What follows belongs to an exercise in optimizing a design on an open flow for small area, a short achievable clock period and few clock cycles per item; a production flow would make more cautious choices.
The RTL was checked by simulation tests, not by an equivalence proof against the original design.
Power and IR drop assume default switching activity.

===== design/flow/run.sh =====
#!/bin/bash
# synth_recipe.tcl (not shown) runs the flow's synth.tcl, then flattens the netlist and writes it again
# the make line also repeats each setting of config.mk as NAME=value (left out here)
make -C /OpenROAD-flow-scripts/flow DESIGN_CONFIG=/design/flow/config.mk WORK_HOME=/design/flow/orfs CLKGATE_MAP_FILE= SYNTH_SCRIPT=/design/flow/synth_recipe.tcl finish

===== design/flow/config.mk =====
export PLATFORM = sky130hd
export DESIGN_NAME = greedy_word_wrap_stream
export DESIGN_NICKNAME = greedy_word_wrap_stream
export VERILOG_FILES = /design/flow/design.v
export SDC_FILE = /design/flow/constraint.sdc
export NUM_CORES = 4
export LEC_CHECK = 0
export ABC_CLOCK_PERIOD_IN_PS = 3000
export CAP_MARGIN = 20
export CORE_MARGIN = 2
export CORE_UTILIZATION = 40
export SETUP_SLACK_MARGIN = 3.0
export SLEW_MARGIN = 20

===== design/flow/constraint.sdc =====
create_clock -name core_clock -period 6.0 [get_ports {clk}]
set_input_delay 1.2000 -clock core_clock [delete_from_list [all_inputs] [get_ports {clk}]]
set_output_delay 1.2000 -clock core_clock [all_outputs]
set_load 0.01 [all_outputs]

===== design/flow/design.v =====
`timescale 1ns / 1ps
package wwr_pkg;
  localparam logic [7:0] CH_NL = 8'd10;
  localparam logic [7:0] CH_SP = 8'd32;
endpackage
`timescale 1ns / 1ps
import wwr_pkg::*;
module greedy_word_wrap_stream #(
  parameter int DEPTH = 62,
  parameter int QD    = 2
) (
  input  logic       clk,
  input  logic       rst,
  input  logic       cfg_write,
  input  logic [5:0] cfg_data,
  input  logic       push,
  output logic       full,
  input  logic [7:0] byte_value,
  input  logic       end_of_text,
  output logic       empty,
  input  logic       pop,
  output logic [7:0] out_byte,
  output logic       last_of_run,
  output logic       text_done,
  output logic       overlong_flag
);
  localparam int AW = $clog2(DEPTH);
  localparam int QW = $clog2(QD + 1);
  logic [5:0] wreg;
  always_ff @(posedge clk) begin
    if (rst) begin
      wreg <= 6'd62;
    end else if (cfg_write) begin
      wreg <= (cfg_data == 6'd63) ? 6'd62 : cfg_data;
    end
  end
  logic       v0, v1;
  logic [7:0] b0, b1;
  logic       e0, e1;
  logic       proc;
  logic       accept;
  logic       free0;
  assign full   = v1;
  assign accept = push && !v1;
  assign free0  = !v0 || proc;
  always_ff @(posedge clk) begin
    if (rst) begin
      v0 <= 1'b0;
      v1 <= 1'b0;
    end else begin
      if (free0) v0 <= v1 || accept;
      v1 <= (v1 || accept) && !free0;
    end
  end
  always_ff @(posedge clk) begin
    if (free0) begin
      b0 <= v1 ? b1 : byte_value;
      e0 <= v1 ? e1 : end_of_text;
    end
    if (!v1) begin
      b1 <= byte_value;
      e1 <= end_of_text;
    end
  end
  logic [5:0] line_len;    
  logic [5:0] word_len;    
  logic       in_word;
  logic       streaming;
  logic       prev_nl;
  logic       para;
  logic       blank, is_nl, wbyte;
  logic       lnz;
  logic [6:0] fit_sum;
  logic       p_nl, p_sp;
  logic [5:0] p_len;
  logic       placing, pstart, hold, trig;
  assign blank   = (b0 == 8'd32) || ((b0 >= 8'd9) && (b0 <= 8'd13));
  assign is_nl   = (b0 == 8'd10);
  assign wbyte   = !e0 && !blank;
  assign lnz     = (line_len != 6'd0);
  assign fit_sum = {1'b0, line_len} + {1'b0, word_len} + 7'd1;
  assign p_nl    = lnz && (fit_sum > {1'b0, wreg});
  assign p_sp    = lnz && !p_nl;
  assign p_len   = p_sp ? fit_sum[5:0] : word_len;
  assign placing = in_word && !streaming;
  assign pstart  = !in_word && para;
  assign hold    = !streaming && (word_len < wreg);
  assign trig    = !streaming && !hold;
  logic       c_valid;
  logic [1:0] c_nl;
  logic       c_sp;
  logic [5:0] c_len;
  logic       c_done;
  logic       c_strm;
  always_comb begin
    c_valid = 1'b0;
    c_nl    = 2'd0;
    c_sp    = 1'b0;
    c_len   = 6'd0;
    c_done  = 1'b0;
    if (e0) begin
      c_valid = 1'b1;
      c_done  = 1'b1;
      if (placing) begin
        c_nl  = {1'b0, p_nl};
        c_sp  = p_sp;
        c_len = word_len;
      end
    end else if (blank) begin
      if (placing) begin
        c_valid = 1'b1;
        c_nl    = {1'b0, p_nl};
        c_sp    = p_sp;
        c_len   = word_len;
      end
    end else begin
      if (pstart) begin
        c_valid = 1'b1;
        c_nl    = 2'd2;
      end
      if (trig) begin
        c_valid = 1'b1;
        if (!pstart && lnz) c_nl = 2'd1;
        c_len = word_len + 6'd1;
      end
    end
  end
  assign c_strm = wbyte && trig;
  logic [QW-1:0] qc;
  logic [AW:0]   fc;
  logic          q_room, f_room;
  assign q_room = (qc != QW'(QD));
  assign f_room = (fc != (AW+1)'(DEPTH));
  logic          t_q;
  logic [AW:0]   s_cnt;
  assign proc   = v0 && (!c_valid || q_room) && (!wbyte || f_room)
                && (!c_strm || (!t_q && s_cnt == '0));
  always_ff @(posedge clk) begin
    if (rst) begin
      line_len  <= 6'd0;
      word_len  <= 6'd0;
      in_word   <= 1'b0;
      streaming <= 1'b0;
      prev_nl   <= 1'b0;
      para      <= 1'b0;
    end else if (proc) begin
      if (e0) begin
        line_len  <= 6'd0;
        word_len  <= 6'd0;
        in_word   <= 1'b0;
        streaming <= 1'b0;
        prev_nl   <= 1'b0;
        para      <= 1'b0;
      end else if (blank) begin
        if (in_word) begin
          if (!streaming) line_len <= p_len;
          in_word   <= 1'b0;
          streaming <= 1'b0;
          word_len  <= 6'd0;
        end else if (prev_nl && is_nl) begin
          para     <= 1'b1;
          line_len <= 6'd0;
        end
        prev_nl <= is_nl;
      end else begin
        prev_nl <= 1'b0;
        in_word <= 1'b1;
        if (pstart) begin
          para     <= 1'b0;
          line_len <= 6'd0;
        end
        if (hold) begin
          word_len <= word_len + 6'd1;
        end else begin
          streaming <= 1'b1;
          line_len  <= 6'd63;
        end
      end
    end
  end
  logic [7:0]    mem [0:DEPTH-1];
  logic [AW-1:0] wp, rp;
  logic          we;
  logic          fetch;
  logic          consume;
  logic [1:0]    pc;
  logic [7:0]    pf0, pf1;
  logic [7:0]    rdat;
  assign we    = proc && wbyte;
  assign fetch = (fc != '0) && !pc[1];
  assign rdat  = mem[rp];
  always_ff @(posedge clk) begin
    if (we) mem[wp] <= b0;
  end
  always_ff @(posedge clk) begin
    if (rst) begin
      wp <= '0;
      rp <= '0;
      fc <= '0;
      pc <= 2'd0;
    end else begin
      if (we) wp <= (wp == AW'(DEPTH - 1)) ? '0 : wp + 1'b1;
      if (fetch) rp <= (rp == AW'(DEPTH - 1)) ? '0 : rp + 1'b1;
      fc <= fc + {{AW{1'b0}}, we} - {{AW{1'b0}}, fetch};
      pc <= pc + {1'b0, fetch} - {1'b0, consume};
    end
  end
  always_ff @(posedge clk) begin
    if (consume && pc[1]) begin
      pf0 <= pf1;
    end else if (fetch && (consume || pc == 2'd0)) begin
      pf0 <= rdat;
    end
    if (fetch && !consume && pc == 2'd1) begin
      pf1 <= rdat;
    end
  end
  localparam int CW = 11;
  logic [CW-1:0] cq [0:QD-1];
  logic [CW-1:0] c_word;
  logic          q_push, q_pop;
  assign c_word = {c_nl, c_sp, c_len, c_done, c_strm};
  assign q_push = proc && c_valid;
  always_ff @(posedge clk) begin
    if (rst) begin
      qc <= '0;
    end else begin
      qc <= qc + QW'(q_push) - QW'(q_pop);
    end
  end
  always_ff @(posedge clk) begin
    for (int i = 0; i < QD; i++) begin
      if (q_pop) begin
        if (q_push && QW'(i) == qc - 1'b1) begin
          cq[i] <= c_word;
        end else if (i < QD - 1) begin
          cq[i] <= cq[i+1];
        end
      end else if (q_push && QW'(i) == qc) begin
        cq[i] <= c_word;
      end
    end
  end
  logic [1:0] r_nl;
  logic       r_sp;
  logic [5:0] r_len;
  logic       r_done;
  logic       r_strm;
  logic       r_ovl;
  logic       act, e_nl, e_sp, e_by, e_dn, e_st, emit, last, pend;
  logic       o_ready;
  logic [7:0] e_byte;
  logic       s_inc, s_dec;
  assign act  = (r_nl != 2'd0) || r_sp || (r_len != 6'd0) || r_done;
  assign e_nl = (r_nl != 2'd0);
  assign e_sp = !e_nl && r_sp;
  assign e_by = !e_nl && !r_sp && (r_len != 6'd0);
  assign e_dn = !e_nl && !r_sp && (r_len == 6'd0) && r_done;
  assign e_st = !act && r_strm && !t_q && (s_cnt != '0);
  assign emit = o_ready && ((act && (!e_by || (pc != 2'd0))) || (e_st && (pc != 2'd0)));
  assign consume = emit && (e_by || e_st);
  assign last = e_dn || e_st
             || (e_by && r_len == 6'd1 && !r_done)
             || (e_sp && r_len == 6'd0 && !r_done)
             || (e_nl && r_nl == 2'd1 && !r_sp && r_len == 6'd0 && !r_done);
  assign s_inc = proc && wbyte && streaming;
  assign s_dec = emit && e_st;
  assign pend  = (act && !(emit && last))
              || (r_strm && !t_q && ((s_cnt > (AW+1)'(1)) || (s_cnt == (AW+1)'(1) && !s_dec)));
  assign q_pop = (qc != '0) && !pend;
  assign e_byte = (e_by || e_st) ? pf0 : (e_sp ? CH_SP : CH_NL);
  always_ff @(posedge clk) begin
    if (rst) begin
      r_nl   <= 2'd0;
      r_sp   <= 1'b0;
      r_len  <= 6'd0;
      r_done <= 1'b0;
      r_strm <= 1'b0;
      s_cnt  <= '0;
      t_q    <= 1'b0;
    end else begin
      if (q_pop) begin
        {r_nl, r_sp, r_len, r_done, r_strm} <= cq[0];
      end else if (emit) begin
        if (e_nl) r_nl <= r_nl - 2'd1;
        if (e_sp) r_sp <= 1'b0;
        if (e_by) r_len <= r_len - 6'd1;
        if (e_dn) r_done <= 1'b0;
      end
      s_cnt <= s_cnt + (AW+1)'(s_inc) - (AW+1)'(s_dec);
      if (q_push && c_strm) begin
        t_q <= 1'b1;
      end else if (q_pop && cq[0][0]) begin
        t_q <= 1'b0;
      end
    end
  end
  always_ff @(posedge clk) begin
    if (rst) begin
      r_ovl <= 1'b0;
    end else if (q_pop && cq[0][0]) begin
      r_ovl <= 1'b1;
    end
  end
  logic        ov, bv;
  logic [10:0] ob, bb;
  logic [10:0] e_word;
  logic        a_free;
  assign e_word  = {e_byte, last, e_dn, r_ovl};
  assign o_ready = !bv;
  assign a_free  = !ov || pop;
  always_ff @(posedge clk) begin
    if (rst) begin
      ov <= 1'b0;
      bv <= 1'b0;
    end else begin
      if (a_free) begin
        ov <= bv || emit;
        bv <= 1'b0;
      end else if (emit) begin
        bv <= 1'b1;
      end
    end
  end
  always_ff @(posedge clk) begin
    if (a_free) begin
      ob <= bv ? bb : e_word;
    end
    if (!bv) begin
      bb <= e_word;
    end
  end
  assign empty         = !ov;
  assign out_byte      = ob[10:3];
  assign last_of_run   = ob[2];
  assign text_done     = ob[1];
  assign overlong_flag = ob[0];
endmodule

==> run notes, run 1 <==
- In this run the remaining antenna-violating nets after routing total 0.
- The iteration count of the initial detailed-routing pass is 5.
- Compared with the post-synthesis result, the final layout area differs by 20.8%.
- The number of global-route vias before repair is 14200.
- The fraction of layout cells with a size suffix above 1 is 32.9%.
- The final number of setup-violating endpoints is 0.
- STA classifies the critical path endpoint as a register.
- The critical path goes through ha_4 -> a21oi_4 -> o21ai_4 -> a211oi_4 -> o21ai_4 -> nor2_4 -> nand2_4 -> ha_4 -> inv_2 -> ha_4 -> fa_2 -> nor2b_4 -> o21ai_2 -> nor2b_4 -> or2_4 -> a21oi_2 -> or3_1 -> a21oi_2.
- The fraction of registers with async set or reset after synthesis is 0%.
- The flow ran to the end and the layout has no timing, DRC or antenna violations.
- The final layout contains routed wiring with a total length of 62000 um.
- The highest ir drop seen on vdd is 0.211 mV.
- The sequential cell area is 18600 um2.
- The average detailed-routed wire length per instance is 23.8 um.
- The cell type contributing the most total cell area after synthesis is edfxtp_1.
- The area of the core is 65900 um2.
- Dividing total power by cell area gives a power density of 402 nW/um2.
- Ranked by instance count, the synthesized netlist is headed by 554 x edfxtp_1, 144 x mux4_2, 123 x nor2_1.
- The length in cells of the worst reg-to-reg path is 18.
- Among all cell types in the netlist, the one instantiated most often is edfxtp_1.
- The data arrival time of the worst path is 4.08 ns.
- Counting flops and latches in the post-synthesis netlist gives 649.
- The required time of the critical path is 6.53 ns.
- The die outline width is 262 um.
- Setup repair after global routing could not meet its margin everywhere.
- The worst hold path depth is 2.
- The final net count is 1766.
- The synthesized area divided by synthesized cell count is 17.1 um2.
- The path type of the worst setup path is register to register.
- The synthesis warning total is 2.
- The combined global-route utilization of all metal layers is 18.1%.
- The cell row count is 94.
- For the worst-skew pair, the clock arrives at the later sink with an insertion delay of 0.61 ns.
- For this run, design rule violations remaining after detail routing come to 0.
- The number of enable flip-flop cells after synthesis is 554.
- The total congestion overflow is 0.
- In this run the cell area of the synthesized design comes to 26700 um2.
- The number of CTS-inserted buffers is 69.
- TritonCTS built the clock tree.
- Synthesis produced a netlist with a net count of 1640.
- After clock tree synthesis, the clock-pin slew on the worst setup and hold paths is 0.06 ns.
- Final hold analysis gives a worst-case slack of 0.451 ns.
- Derived from the worst setup path, the maximum achievable clock frequency is 282 MHz.
- The final route contains 14400 vias.
- The global placement routability congestion is 0.859.
- The max-cap violation count is 0.
- Grouping stages by cell kind, the critical path spends the most delay in compound AO/OA/AOI/OAI gates.
- The first global-routing pass estimated 90700 um of wire.
- The netlist uses 70 different library cells.
- The initial antenna violation count came to 2.
- Summing the sequential cell areas from Yosys gives 69.6% of the chip area.
- The number of buffers and inverters on the critical path is 1.
- Entering global routing, the biggest net connects 64 pins.
- The count of clock tree sinks is 649.
- The fraction of synthesized cell area taken by the top area cell type is 62.4%.
- The worst path needs 3.55 ns of the cycle, external delays included.
- The area used by multi-input combinational logic is 8650 um2.
- During placement, the flow inserted port buffers numbering 32.
- The most frequent cell on the critical path is ha_4.
- The class of the tightest hold or removal check is register to register.
- The final count of pins violating max slew came to 0.
- CTS built an H-tree with a depth of 3.
- The worst clock skew on the final layout is 0.0320 ns.
- The tree is rooted in a clkbuf_16.
- The top-level port count is 33.
- After detailed routing, the number of vias per cell comes to 5.54.
- The vertical die dimension is 262 um.
- The floorplan die area is 68700 um2.
- The number of buffers on the longest clock path is 3.
- The fraction of the core area covered by cells at the end of the flow is 48.9%.
- The cell count after synthesis is 1561.
- Fill cells in the final layout number 5426.
- The dominant synthesized flop cell is edfxtp_1.
- The final cycle utilization of the critical path is 59.2%.
- In the final timing run, aggregate negative setup slack is 0 ns.
- The count of endpoints failing hold in the final timing report was 0.
- STA classifies the critical path startpoint as a register.
- The leakage power of the design is 10.4 nW.
- The worst slew margin relative to its limit is 39.8%.
- For this configuration, the core starts out at a cell density of 40.5%.
- The maximum fanout along the worst path is 4.
- The maximum cell stage delay along the critical path is 0.36 ns.
- Counting buffers and inverters, the worst setup path is 18 cells deep.
- The critical-path cell with the highest stage delay is dfxtp_4.
- The number of DRC markers after the initial detailed-route iteration is 1418.
- The HPWL after detailed placement is 35500 um.
- After synthesis, the cell types taking the most area are edfxtp_1 62%, mux4_2 12%, dfxtp_1 7.1%, ha_1 2.6%, mux2_2 2.0%.
- The transition time at the pin with the least slew margin is 0.904 ns.
-- stage by stage --
step / setup slack (ns) / power, mW / std cells / area [um2]
after global routing: 2.30 / 13.5 / 2604 / 32200
after global placement: 1.81 / 8.35 / 2406 / 28300
final: 2.45 / 12.9 / 2605 / 32200
after floorplan: 2.08 / 7.59 / 1561 / 27100
after CTS: 2.54 / 12.8 / 2572 / 31500
after detailed placement: 1.76 / 8.39 / 2406 / 28300
-- sequential cells by signal, summed over array words and instances (netlist names), 6 cells and up, named ones only --
signal / cells
cq: 22
word_len: 6
s_cnt: 7
bb: 11
wreg: 6
pf1: 8
r_len: 6
pf0: 8
b0: 8
ob: 11
wp: 6
line_len: 6
b1: 8
mem: 496
fc: 7
rp: 6
-- cell usage in the layout, fill, tap and decap left out, types with 7 or more instances in the layout --
| master | count |
|---|---|
| dfxtp_4 | 9 |
| nand4_1 | 9 |
| inv_1 | 42 |
| mux2i_1 | 11 |
| nor2_4 | 61 |
| nor3_1 | 9 |
| clkinv_1 | 7 |
| o311ai_0 | 8 |
| ha_4 | 11 |
| or3_1 | 7 |
| bufbuf_16 | 7 |
| inv_2 | 10 |
| dfxtp_1 | 79 |
| nand2_1 | 68 |
| a21oi_1 | 29 |
| clkbuf_1 | 16 |
| xnor2_1 | 17 |
| clkinv_2 | 17 |
| mux4_2 | 144 |
| clkbuf_16 | 71 |
| ha_1 | 43 |
| a21oi_2 | 22 |
| nor2_1 | 57 |
| edfxtp_1 | 554 |
| nor2b_1 | 18 |
| o21ai_0 | 37 |
| o211ai_1 | 9 |
| nand3_1 | 10 |
| dfxtp_2 | 7 |
| buf_4 | 61 |
| a21o_1 | 7 |
| clkdlybuf4s50_1 | 31 |
| buf_12 | 15 |
| o32ai_1 | 8 |
| xor2_1 | 11 |
| mux2_2 | 47 |
| o2bb2ai_1 | 8 |
| nand2b_1 | 12 |
-- routing by layer --
| metal | vias up | part of all wire [%] | track usage, % |
|---|---|---|---|
| li1 | 6425 | - | - |
| met1 | 7447 | 42 | 24.4 |
| met2 | 451 | 49 | 29.7 |
| met3 | 100 | 6.1 | 3.08 |
| met4 | 0 | 2.5 | 6.09 |
| met5 | - | 0 | 0 |
-- worst paths after layout --
path | to | startpoint | slack (ns)
worst max-delay path | s_cnt[6]$_SDFF_PP0_ | word_len[2]$_SDFFE_PP0P_ | 2.45
worst min-delay path | prev_nl$_SDFFE_PP0N_ | prev_nl$_SDFFE_PP0N_ | 0.45
worst max register to register | s_cnt[6]$_SDFF_PP0_ | word_len[2]$_SDFFE_PP0P_ | 2.45
worst min register to register | prev_nl$_SDFFE_PP0N_ | prev_nl$_SDFFE_PP0N_ | 0.45
-- worst reg2reg max path: stages, from the launching register on --
cell and delay [ns]:
dfxtp_4 0.36, ha_4 0.25, a21oi_4 0.17, o21ai_4 0.11, a211oi_4 0.34, o21ai_4 0.12
nor2_4 0.19, nand2_4 0.07, ha_4 0.27, inv_2 0.04, ha_4 0.15, fa_2 0.34
nor2b_4 0.14, o21ai_2 0.12, nor2b_4 0.15, or2_4 0.12, a21oi_2 0.05, or3_1 0.36
a21oi_2 0.13
-- kinds of logic (layout without fill, tap and decap cells) --
| group | count (synthesis) | count (layout) | synth area share (%) |
|---|---|---|---|
| xor gates and xnor gates | 30 | 30 | 0.986 |
| muxes | 204 | 204 | 14.6 |
| buffers and inverters | 124 | 303 | 1.92 |
| adders and majority gates | 59 | 59 | 2.85 |
| DFF | 649 | 649 | 69.6 |
| other | 0 | 1 | 0 |
| and+or+nand+nor | 302 | 302 | 5.25 |
| AOI/OAI and AO/OA | 193 | 193 | 4.78 |
-- power by group --
part,switching [mW],total [mW],internal [mW]
Combinational,1.73,3.38,1.65
Sequential,0.168,5.45,5.29
Clock,1.74,4.11,2.37
Total,3.64,12.9,9.30
-- area by class of cell --
type / count / area share (%)
Antenna cell: 1 / 0.00778
Timing Repair Buffer: 126 / 4.65
Clock inverter: 35 / 0.980
Inverter: 53 / 0.626
Sequential cell: 649 / 57.7
Clock buffer: 89 / 5.76
Multi-Input combinational cell: 788 / 26.9
Tap cell: 864 / 3.36
-- timing repair --
action | 4_1_cts | 5_1_grt
pin swaps | 26 | 42
hold endpoints to repair | 0 | 0
gates resized for setup | 103 | 83
endpoints found under the setup margin | 590 | 457
buffers inserted | 35 | 30
hold buffers | 0 | 0
cloned | 7 | 2
Testbench counts, summed over its fixed seeds: cycles 26,545, items 23,625.
==> run 2: changes to the inputs <==
--- a/design/flow/config.mk
+++ b/design/flow/config.mk
@@ -6,8 +6,6 @@
 export NUM_CORES = 4
 export LEC_CHECK = 0
-export ABC_CLOCK_PERIOD_IN_PS = 3000
 export CAP_MARGIN = 20
 export CORE_MARGIN = 2
 export CORE_UTILIZATION = 40
-export SETUP_SLACK_MARGIN = 3.0
 export SLEW_MARGIN = 20
==> run 2 against run 1 <==
Compared with the run above: register-to-register slack got worse by 0.94 ns; sequential power rose by 2%; combinational power fell by 22%; via count fell by 5.6%; fmax fell by 21%; die area did not move; flip-flop and latch count did not move; sequential share of layout area rose by 3.9 points; critical path depth did not move; synthesized area did not move; clock power rose by 1%.
==> run notes, run 2 <==
- The vertical die dimension is 262 um (unchanged).
- The pin count of the biggest net entering global routing is 72 (+13%).
- The floorplan die area is 68700 um2 (unchanged).
- The met3 layer usage reported by global route came to 3.23% (+0.15 points).
- The register name with the most flops is mem.
- The area of the core was 65900 um2 (unchanged).
- The library cells used most frequently in the layout, excluding fill and tap cells, are 554 x edfxtp_1, 144 x mux4_2, 123 x nor2_1.
- The flip-flop count of the largest register, all copies and words added is 496 (unchanged).
- The global routing met1 resource utilization is 22.2% (-2.2 points).
- The netlist area before placement is 26700 um2 (unchanged).
- The cell count after synthesis is 1561 (unchanged).
- The deepest level of the CTS H-tree came to 3 (unchanged).
- The length in cells of the worst reg-to-reg path came to 18 (unchanged).
- STA classifies the critical path endpoint as a register.
- The number of port buffers is 32 (unchanged).
- The data arrival time of the worst path came to 5.01 ns (+0.93 ns).
- In the final layout, the registers with the most flip-flops are mem (496), cq (22).
- The path type of the worst setup path is register to register.
- The leakage power of the design came to 9.67 nW (-6.6%).
- The total power after layout came to 12.4 mW (-4.5%).
- The DRC violation count after routing came to 0 (unchanged).
- The worst clock skew on the final layout is 0.0244 ns (-0.00760 ns).
- Sorting the synthesized cells by area gives the leading types as edfxtp_1 62%, mux4_2 12%, dfxtp_1 7.1%, ha_1 2.6%, mux2_2 2.0%.
- The number of enable flip-flop cells after synthesis came to 554 (unchanged).
- The maximum cell stage delay along the critical path is 0.98 ns (+0.62 ns).
- The total congestion overflow came to 0 (unchanged).
- The fraction of layout cells with a size suffix above 1 is 19.2% (-14 points).
- The number of DRC markers after the initial detailed-route iteration was 1148 (-19%).
- The worst hold path depth came to 2 (unchanged).
- The shortest clock period the worst path allows after layout was 4.49 ns (+0.939 ns).
- The fraction of registers with async set or reset after synthesis is 0% (unchanged).
- The transition time at the pin with the least slew margin came to 1.01 ns (+0.108 ns).
- The top-level port count is 33 (unchanged).
- Sorting the synthesized cells by how often they occur yields 554 x edfxtp_1, 144 x mux4_2, 123 x nor2_1.
- The met2 capacity usage during global routing is 26.6% (-3.1 points).
- The post-cts resize count was 0 (-100%).
- The sum of negative setup slack is 0 ns (unchanged).
- The final net count was 1688 (-4.4%).
- The logic depth of the worst path, buffers included is 18 (unchanged).
- The clock-pin slew on the worst setup and hold paths came to 0.06 ns (about the same).
- The total of flip-flops plus latches after synthesis is 649 (unchanged).
- The count of endpoints failing hold in the final timing report is 0 (unchanged).
- The critical path goes through nor2b_1 -> a21oi_1 -> o221a_2 -> o21ai_0 -> nor2_1 -> buf_4 -> nand2_1 -> ha_1 -> inv_1 -> ha_1 -> fa_1 -> nor2b_1 -> o21ai_0 -> nor2b_1 -> or2_2 -> a21oi_1 -> or3_1 -> a21oi_1.
- The run finished with no timing, DRC or antenna violations.
- The fraction of the core area covered by cells at the end of the flow is 45.7% (-3.1 points).
- The type of element launching the critical path is a register.
- The die outline width is 262 um (unchanged).
- The HPWL after detailed placement is 34600 um (-2.5%).
- Relative to the synthesized area, the layout overhead comes to 13.0%.
- The count of clock tree sinks was 649 (unchanged).
- The number of buffers on the longest clock path is 3 (unchanged).
- The mean number of vias per cell is 5.39 (-2.6%).
- The critical-path cell with the highest stage delay is edfxtp_1.
- The most congested layer reported by global routing is met2.
- The number of antenna-violating nets in the routed design is 0 (unchanged).
- The antenna diode instance count is 0 (-1).
- The class of the tightest hold or removal check is register to register.
- The slack of the critical path is 1.51 ns (-0.939 ns).
- The top achievable clock speed was 223 MHz (-21%).
- The worst slew margin relative to its limit was 32.3% (-7.4 points).
- On the critical path the largest part of the delay comes from simple AND/OR/NAND/NOR gates.
- The synthesized area divided by synthesized cell count is 17.1 um2 (unchanged).
- The clock latency reported for the late side of the worst-skew pair is 0.60 ns (about the same).
- The number of distinct library cells after synthesis came to 70 (unchanged).
- The CTS tree is built.
- The cell row count is 94 (unchanged).
- The dominant cell by count in the synthesized netlist is edfxtp_1.
- The highest ir drop seen on vdd is 0.198 mV (-6.2%).
- The wire length of the first global-routing pass was 84000 um (-7.5%).
- The setup slack after placement is 1.48 ns (-0.280 ns).
- The power density over the cells came to 411 nW/um2 (+2.1%).
- The dominant synthesized flop cell is edfxtp_1.
- The required time of the critical path was 6.52 ns (about the same).
- The number of global-route vias before repair is 13800 (-3.4%).
- The final number of setup-violating endpoints is 0 (unchanged).
- The global placement routability congestion was 0.822 (-4.3%).
- The tree is rooted in a clkbuf_16.
- The share of the yosys chip area belonging to registers was 69.6% (unchanged).
- The final count of pins violating max slew is 0 (unchanged).
- The maximum fanout along the worst path came to 29 (+25).
- The initial standard-cell utilization of the core is 40.5% (unchanged).
- The iteration count of the initial detailed-routing pass is 5 (unchanged).
- The cell type contributing the most total cell area after synthesis is edfxtp_1.
- The initial antenna violation count is 0 (-2).
- The net count after synthesis came to 1640 (unchanged).
- Setup repair after global routing left no endpoint under its margin.
- The most common cell after layout, fill and taps aside is edfxtp_1.
- The number of buffer and inverter stages on the critical path is 2 (+1).
- The total length of routed wires came to 54600 um (-12%).
- The final cycle utilization of the critical path is 74.8% (+16 points).
- The number of CTS-inserted buffers is 69 (unchanged).
- The count of vias placed by the detailed router came to 13600 (-5.6%).
- The number of buffers added for setup after CTS is 0 (-100%).
- The hold-fix buffer count after cts is 0 (unchanged).
- The synthesis warning total is 2 (unchanged).
- The combined global-route utilization of all metal layers is 16.3% (-1.7 points).
- The max-cap violation count is 0 (unchanged).
- The average detailed-routed wire length per instance is 21.6 um (-9.2%).
- The fraction of synthesized cell area taken by the top area cell type is 62.4% (unchanged).
## run 2: cell counts after synthesis
Identical to the previous run, type by type.
## run 2: layer usage
layer,up-vias,wire length (um)
met5,-,0
met4,0,1130
met3,71,2820
met2,292,26900
met1,7017,23800
li1,6241,-
## run 2: worst register-to-register path: cells and delay by family (launching register included)
family / cells / cell delay [ns]
buf+inv: 2 / 0.24
fa+ha+maj: 3 / 0.90
compound gates: 6 / 1.12
flops: 1 / 0.98
simple gates: 7 / 1.18
## run 2: report_power, final
part           switching (mW)  total (mW)  leakage (nW)  internal [mW]
combinational            1.35        2.62          2.80           1.27
clock                    1.72        4.15          1.07           2.44
sequential              0.295        5.58          5.80           5.29
total                    3.36        12.4          9.67           9.00
## run 2: path summary, 6_finish.rpt
check	start	endpoint	slack (ns)
setup / recovery	b0[5]$_DFFE_PP_	s_cnt[6]$_SDFF_PP0_	1.51
hold / removal	prev_nl$_SDFFE_PP0N_	prev_nl$_SDFFE_PP0N_	0.45
setup reg to reg	b0[5]$_DFFE_PP_	s_cnt[6]$_SDFF_PP0_	1.51
hold reg to reg	prev_nl$_SDFFE_PP0N_	prev_nl$_SDFFE_PP0N_	0.45
## run 2: kinds of logic after synthesis
logic type / synth area share (%)
flip-flops: 69.6
adder cells (fa/ha/maj): 2.85
XOR/XNOR: 0.986
AO/OA/AOI/OAI: 4.78
multiplexers: 14.6
buffers and inverters: 1.92
AND/OR/NAND/NOR: 5.25
## run 2: area by class of cell
cell class / instances / area (um2)
clock buffers: 90 / 1880
clock inverters: 35 / 329
fillers: 5604 / 35800
inverters: 53 / 199
multi-input cells: 788 / 7600
flip-flops and latches: 649 / 18500
well taps: 864 / 1080
repair buffers: 48 / 473
## run 2: stage by stage
step	area, um2	cells	hold WS (ns)
6_report	30100	2527	0.452
5_1_grt	30100	2527	0.489
4_1_cts	30100	2527	0.456
3_5_place_dp	27900	2402	0.447
3_3_place_gp	27900	2402	0.436
2_1_floorplan	26700	1561	0.423

-- port drivers added, routing unchanged --
No port has a modelled driver above. Below, the same layouts with a new extraction and two added sets of constraints.
Step 1: set_driving_cell puts a clkbuf_16 on clk and a buf_2 on each other input, an assumption about the parent block.
Step 2 moves the port delays by t, midway between the first and last clock arrival at a register: inputs arrive t later, outputs are due t later. That takes back most of the time a late clock gives input paths.
a / b / c = ideal ports / drivers / drivers and shift; a / b = the first two.
run | shift t [ns] | slack for setup (ns) | slew at the worst register clock pin (ns)
run 1 | 0.653 | 2.449 / 2.449 / 2.449 | 0.06 / 0.06
run 2 | 0.645 | 1.510 / 1.510 / 1.510 | 0.06 / 0.06
After both steps every run listed still meets setup and hold.
